Context: an optimization exercise on an open-source flow, tuned for small area. The choices shown serve that exercise and are no tape-out recipe.
Only simulation tests tie the RTL to the original design; equivalence was not proved.
No driver is modelled on the clock port, so clocking that relies on it looks cheaper here than on a real chip.
No activity file was given, so power comes from the tool's default toggle rates.

Design apb_slave_mem, start of the top module:
module apb_slave_mem #(
  parameter int unsigned               ADDRESS_WIDTH = apb_global_pkg::ADDRESS_WIDTH,
  parameter int unsigned               DATA_WIDTH    = apb_global_pkg::DATA_WIDTH,
  parameter int unsigned               MEM_DEPTH     = 64,
  parameter logic [ADDRESS_WIDTH-1:0]  BASE_ADDR     = '0
) (
  input  logic                           pclk,
  input  logic                           preset_n,
  input  logic [apb_slave_mem_pkg::WAIT_W-1:0] cfg_wait_states,
  input  logic                           psel,
  input  logic                           penable,
  input  logic                           pwrite,
  input  logic [ADDRESS_WIDTH-1:0]       paddr,
  input  logic [DATA_WIDTH-1:0]          pwdata,
  input  logic [DATA_WIDTH/8-1:0]        pstrb,
  input  logic [2:0]                     pprot,
  output logic                           pready,
  output logic [DATA_WIDTH-1:0]          prdata,
  output logic                           pslverr
);
Size in the first run: about 4500 cells after synthesis, about 110 I/O pins, roughly 60000 µm² of cells after synthesis.
export LEC_CHECK = 0
export CAP_MARGIN = 35
export CORE_MARGIN = 2
export CORE_UTILIZATION = 60
export SLEW_MARGIN = 35
export SYNTH_HIERARCHICAL = 1
export SYNTH_MINIMUM_KEEP_SIZE = 0
create_clock -name core_clock -period 10.0 [get_ports {pclk}]
standard.sh (not shown) runs the stock make flow with config.mk's settings and CLKGATE_MAP_FILE= SYNTH_SCRIPT=/design/flow/synth_recipe.tcl, a recipe that flattens the netlist after the stock synthesis.
==> flow/flow/run.sh <==
#!/bin/bash
# The standard layout (standard.sh, unchanged synthesis) with these changes:
#  - clock tree: clkbuf_8 leaf buffers, larger sink clusters, no dummy loads;
#    after CTS, flow/post_cts.tcl upsizes the leaf buffers whose sinks see a
#    slow clock edge;
#  - port buffers: every port still gets a buffer, of the smallest buffer cell.
# make's full output goes to flow_make.log; ORFS keeps each step's log under orfs/logs.
set -uo pipefail
here=$(pwd)
export CTS_ARGS="-sink_clustering_enable -repair_clock_nets -root_buf sky130_fd_sc_hd__clkbuf_16 -buf_list sky130_fd_sc_hd__clkbuf_8 -sink_clustering_size 30 -sink_clustering_max_diameter 60 -dont_use_dummy_load"
export POST_CTS_TCL="$here/flow/post_cts.tcl"
export BUFFER_PORTS_ARGS="-buffer_cell sky130_fd_sc_hd__buf_1"
bash standard.sh > flow_make.log 2>&1
==> flow/flow/post_cts.tcl <==
# Upsize leaf clock buffers whose sinks see a slow clock edge in the placement estimate.
estimate_parasitics -placement
set n_up 0
foreach inst [get_cells *] {
  if {[get_property $inst ref_name] != "sky130_fd_sc_hd__clkbuf_8"} { continue }
  set net [get_nets -of_objects [get_pins -of_objects $inst -filter "direction == output"]]
  set worst 0
  foreach p [get_pins -of_objects $net -filter "direction == input"] {
    set s [get_property $p slew_max]
    if {$s > $worst} { set worst $s }
  }
  if {$worst > 0.108} {
    replace_cell $inst sky130_fd_sc_hd__clkbuf_16
    incr n_up
  }
}
puts "post_cts: upsized $n_up clock buffers"
if {$n_up > 0} {
  detailed_placement
  check_placement -verbose
  estimate_parasitics -placement
}
==> next run, changes <==
--- a/flow/design.v
+++ b/flow/design.v
@@ -48,88 +48,96 @@
   input  logic                    i_re,
   input  logic [IDX_W-1:0]        i_ridx,
   output logic [DATA_WIDTH-1:0]   o_rdata
 );
   localparam int unsigned SW    = DATA_WIDTH / 8;
   localparam int unsigned NPAIR = MEM_DEPTH / 2;
-  logic                    r_ph, r_clr;
+  logic                    r_ph, r_clr, r_pa, r_pb;
   logic                    w_clr;
   logic [DATA_WIDTH-1:0]   w_col;
-  logic [SW-1:0]           w_strb_r;
-  logic [NPAIR-1:0]        w_wdec, w_rdec, w_load, w_load_r;
+  logic [SW-1:0]           w_strb_c;
+  logic [NPAIR-1:0]        w_wdec, w_rdec, w_load, w_load_c;
   assign w_clr = !rst_n || r_clr;
   always_ff @(posedge clk) begin
     r_ph  <= rst_n && !r_ph;
     r_clr <= !rst_n;
-  end
-  for (genvar b = 0; b < SW; b++) begin : g_col
-    assign w_col[8*b +: 8] = i_wdata[8*b +: 8] & {8{i_strb[b]}};
-  end
+    r_pa  <= rst_n && !r_pb;
+    r_pb  <= !rst_n || r_pa;
+  end
+  assign w_col = i_wdata ^ {DATA_WIDTH{r_pb}};
   always_comb begin
     for (int k = 0; k < NPAIR; k++) begin
       w_wdec[k] = (i_widx[IDX_W-1:1] == (IDX_W-1)'(k));
       w_rdec[k] = (i_ridx[IDX_W-1:1] == (IDX_W-1)'(k));
     end
   end
   assign w_load   = w_wdec & {NPAIR{i_wreq && rst_n && (i_widx[0] ^ r_ph)}};
-  assign w_load_r = w_load | {NPAIR{w_clr}};
-  assign w_strb_r = i_strb | {SW{w_clr}};
+  assign w_load_c = w_load | {NPAIR{w_clr}};
+  assign w_strb_c = i_strb | {SW{w_clr}};
   logic [DATA_WIDTH-1:0] w_qa [NPAIR];
   logic [DATA_WIDTH-1:0] w_qb [NPAIR];   
   for (genvar k = 0; k < NPAIR; k++) begin : g_pair
     for (genvar b = 0; b < SW; b++) begin : g_byte
       apb_slave_mem_byte u_byte (
         .clk    (clk),
-        .i_keep (!(w_load_r[k] && w_strb_r[b])),
-        .i_load (w_load[k]),
+        .i_set  (w_load_c[k] && w_strb_c[b]),
+        .i_hold (!(w_load[k] && i_strb[b])),
         .i_d    (w_col[8*b +: 8]),
         .o_qa   (w_qa[k][8*b +: 8]),
         .o_qb   (w_qb[k][8*b +: 8])
       );
     end
   end
   logic                  w_ra_bus, w_ra_reg;
   logic [NPAIR-1:0]      w_tsel_n;
   logic [DATA_WIDTH-1:0] w_quad_n [NPAIR/2];
-  logic [DATA_WIDTH-1:0] w_tree, r_prd;
+  logic [DATA_WIDTH-1:0] w_tree, w_bits, r_prd;
   assign w_ra_bus = !(i_widx[0] ^ r_ph);
   assign w_ra_reg = !(i_ridx[0] ^ r_ph);
   assign w_tsel_n = i_cmpl ? ~(w_rdec & {NPAIR{w_ra_reg}}) : ~(w_wdec & {NPAIR{w_ra_bus}});
   for (genvar m = 0; m < NPAIR/2; m++) begin : g_quad
     for (genvar j = 0; j < DATA_WIDTH; j++) begin : g_bit
-      apb_slave_mem_rd2 u_rd2 (
+      apb_slave_mem_oai22 u_rd2 (
         .i_sel_n (w_tsel_n[2*m +: 2]),
         .i_d     ({w_qa[2*m+1][j], w_qa[2*m][j]}),
         .o_y_n   (w_quad_n[m][j])
       );
     end
   end
   always_comb begin
     w_tree = '1;
     for (int m = 0; m < NPAIR/2; m++) w_tree = w_tree & ~w_quad_n[m];
   end
-  always_ff @(posedge clk) r_prd <= w_tree;
-  assign o_rdata = i_re ? (w_ra_reg ? w_tree : r_prd) : '0;
+  assign w_bits = w_tree ^ {DATA_WIDTH{r_pa}};
+  always_ff @(posedge clk) r_prd <= w_bits;
+  assign o_rdata = i_re ? (w_ra_reg ? w_bits : r_prd) : '0;
 endmodule
 module apb_slave_mem_byte (
   input  logic       clk,
-  input  logic       i_keep,
-  input  logic       i_load,
+  input  logic       i_set,
+  input  logic       i_hold,
   input  logic [7:0] i_d,
   output logic [7:0] o_qa,
   output logic [7:0] o_qb
 );
-  logic [7:0] r_qa, r_qb;
+  logic [7:0] r_qa, r_qb, w_qa_nxt;
+  for (genvar j = 0; j < 8; j++) begin : g_bit
+    apb_slave_mem_oai22 u_oai (
+      .i_sel_n ({i_hold, i_set}),
+      .i_d     ({i_d[j], r_qb[j]}),
+      .o_y_n   (w_qa_nxt[j])
+    );
+  end
   always_ff @(posedge clk) begin
-    r_qa <= (r_qb & {8{i_keep}}) | (i_d & {8{i_load}});
+    r_qa <= w_qa_nxt;
     r_qb <= r_qa;
   end
   assign o_qa = r_qa;
   assign o_qb = r_qb;
 endmodule
-module apb_slave_mem_rd2 (
+module apb_slave_mem_oai22 (
   input  logic [1:0] i_sel_n,
   input  logic [1:0] i_d,
   output logic       o_y_n
 );
   assign o_y_n = !((i_sel_n[0] | i_d[0]) & (i_sel_n[1] | i_d[1]));
 endmodule
@@ -184,14 +192,14 @@
   always_ff @(posedge pclk) begin
     r_idx   <= w_idx;
     r_err   <= w_err;
     r_write <= pwrite;
   end
   always_ff @(posedge pclk) begin
-    if (w_setup)                    r_wait <= cfg_wait_states;
-    else if (w_access && !r_pready) r_wait <= r_wait - apb_slave_mem_pkg::WAIT_W'(1);
+    if (w_setup) r_wait <= cfg_wait_states;
+    else         r_wait <= r_wait - apb_slave_mem_pkg::WAIT_W'(1);
   end
   apb_slave_mem_array #(
     .DATA_WIDTH (DATA_WIDTH),
     .MEM_DEPTH  (MEM_DEPTH),
     .IDX_W      (IDX_W)
   ) u_array (
What happened: Final area falls by 3.4%; synthesized cell count falls by about 3%; die area falls by 6.2%; sequential cell count rises by 2; count of clock-buffer cells in the layout falls by 4; via count rises by 1.2%; power rises by about 8%.

afterwards: timing with drivers on the ports:
How much do the figures lean on ideal ports? The routed layouts below were timed once more, with nothing changed but the port constraints.
Step 1, drivers: a clkbuf_16 drives pclk and a buf_2 each remaining input, both assumed.
Step 2 adds t to the input delays and takes it off the output delays; t is the mean of the earliest and latest rising clock arrival at the registers after step 1. Input paths then give back, and output paths get back, about the clock's delay inside the block.
a / b / c = ideal / step 1 / step 2; a / b = the first two.
| run | t, ns | setup slack, ns | worst hold slack (ns) | pins driven straight from the clock port |
|---|---|---|---|---|
| the first run | 0.754 | 2.058 / 2.030 / 2.030 | 0.289 / 0.289 / 0.289 | 1 |
| the second run | 0.753 | 1.667 / 1.640 / 1.640 | 0.320 / 0.320 / 0.320 | 1 |
After both steps setup and hold are still met in every run listed. The setup slack of the first run, which loses most, moves by -0.028 ns with the drivers and by -0.028 ns with both steps.
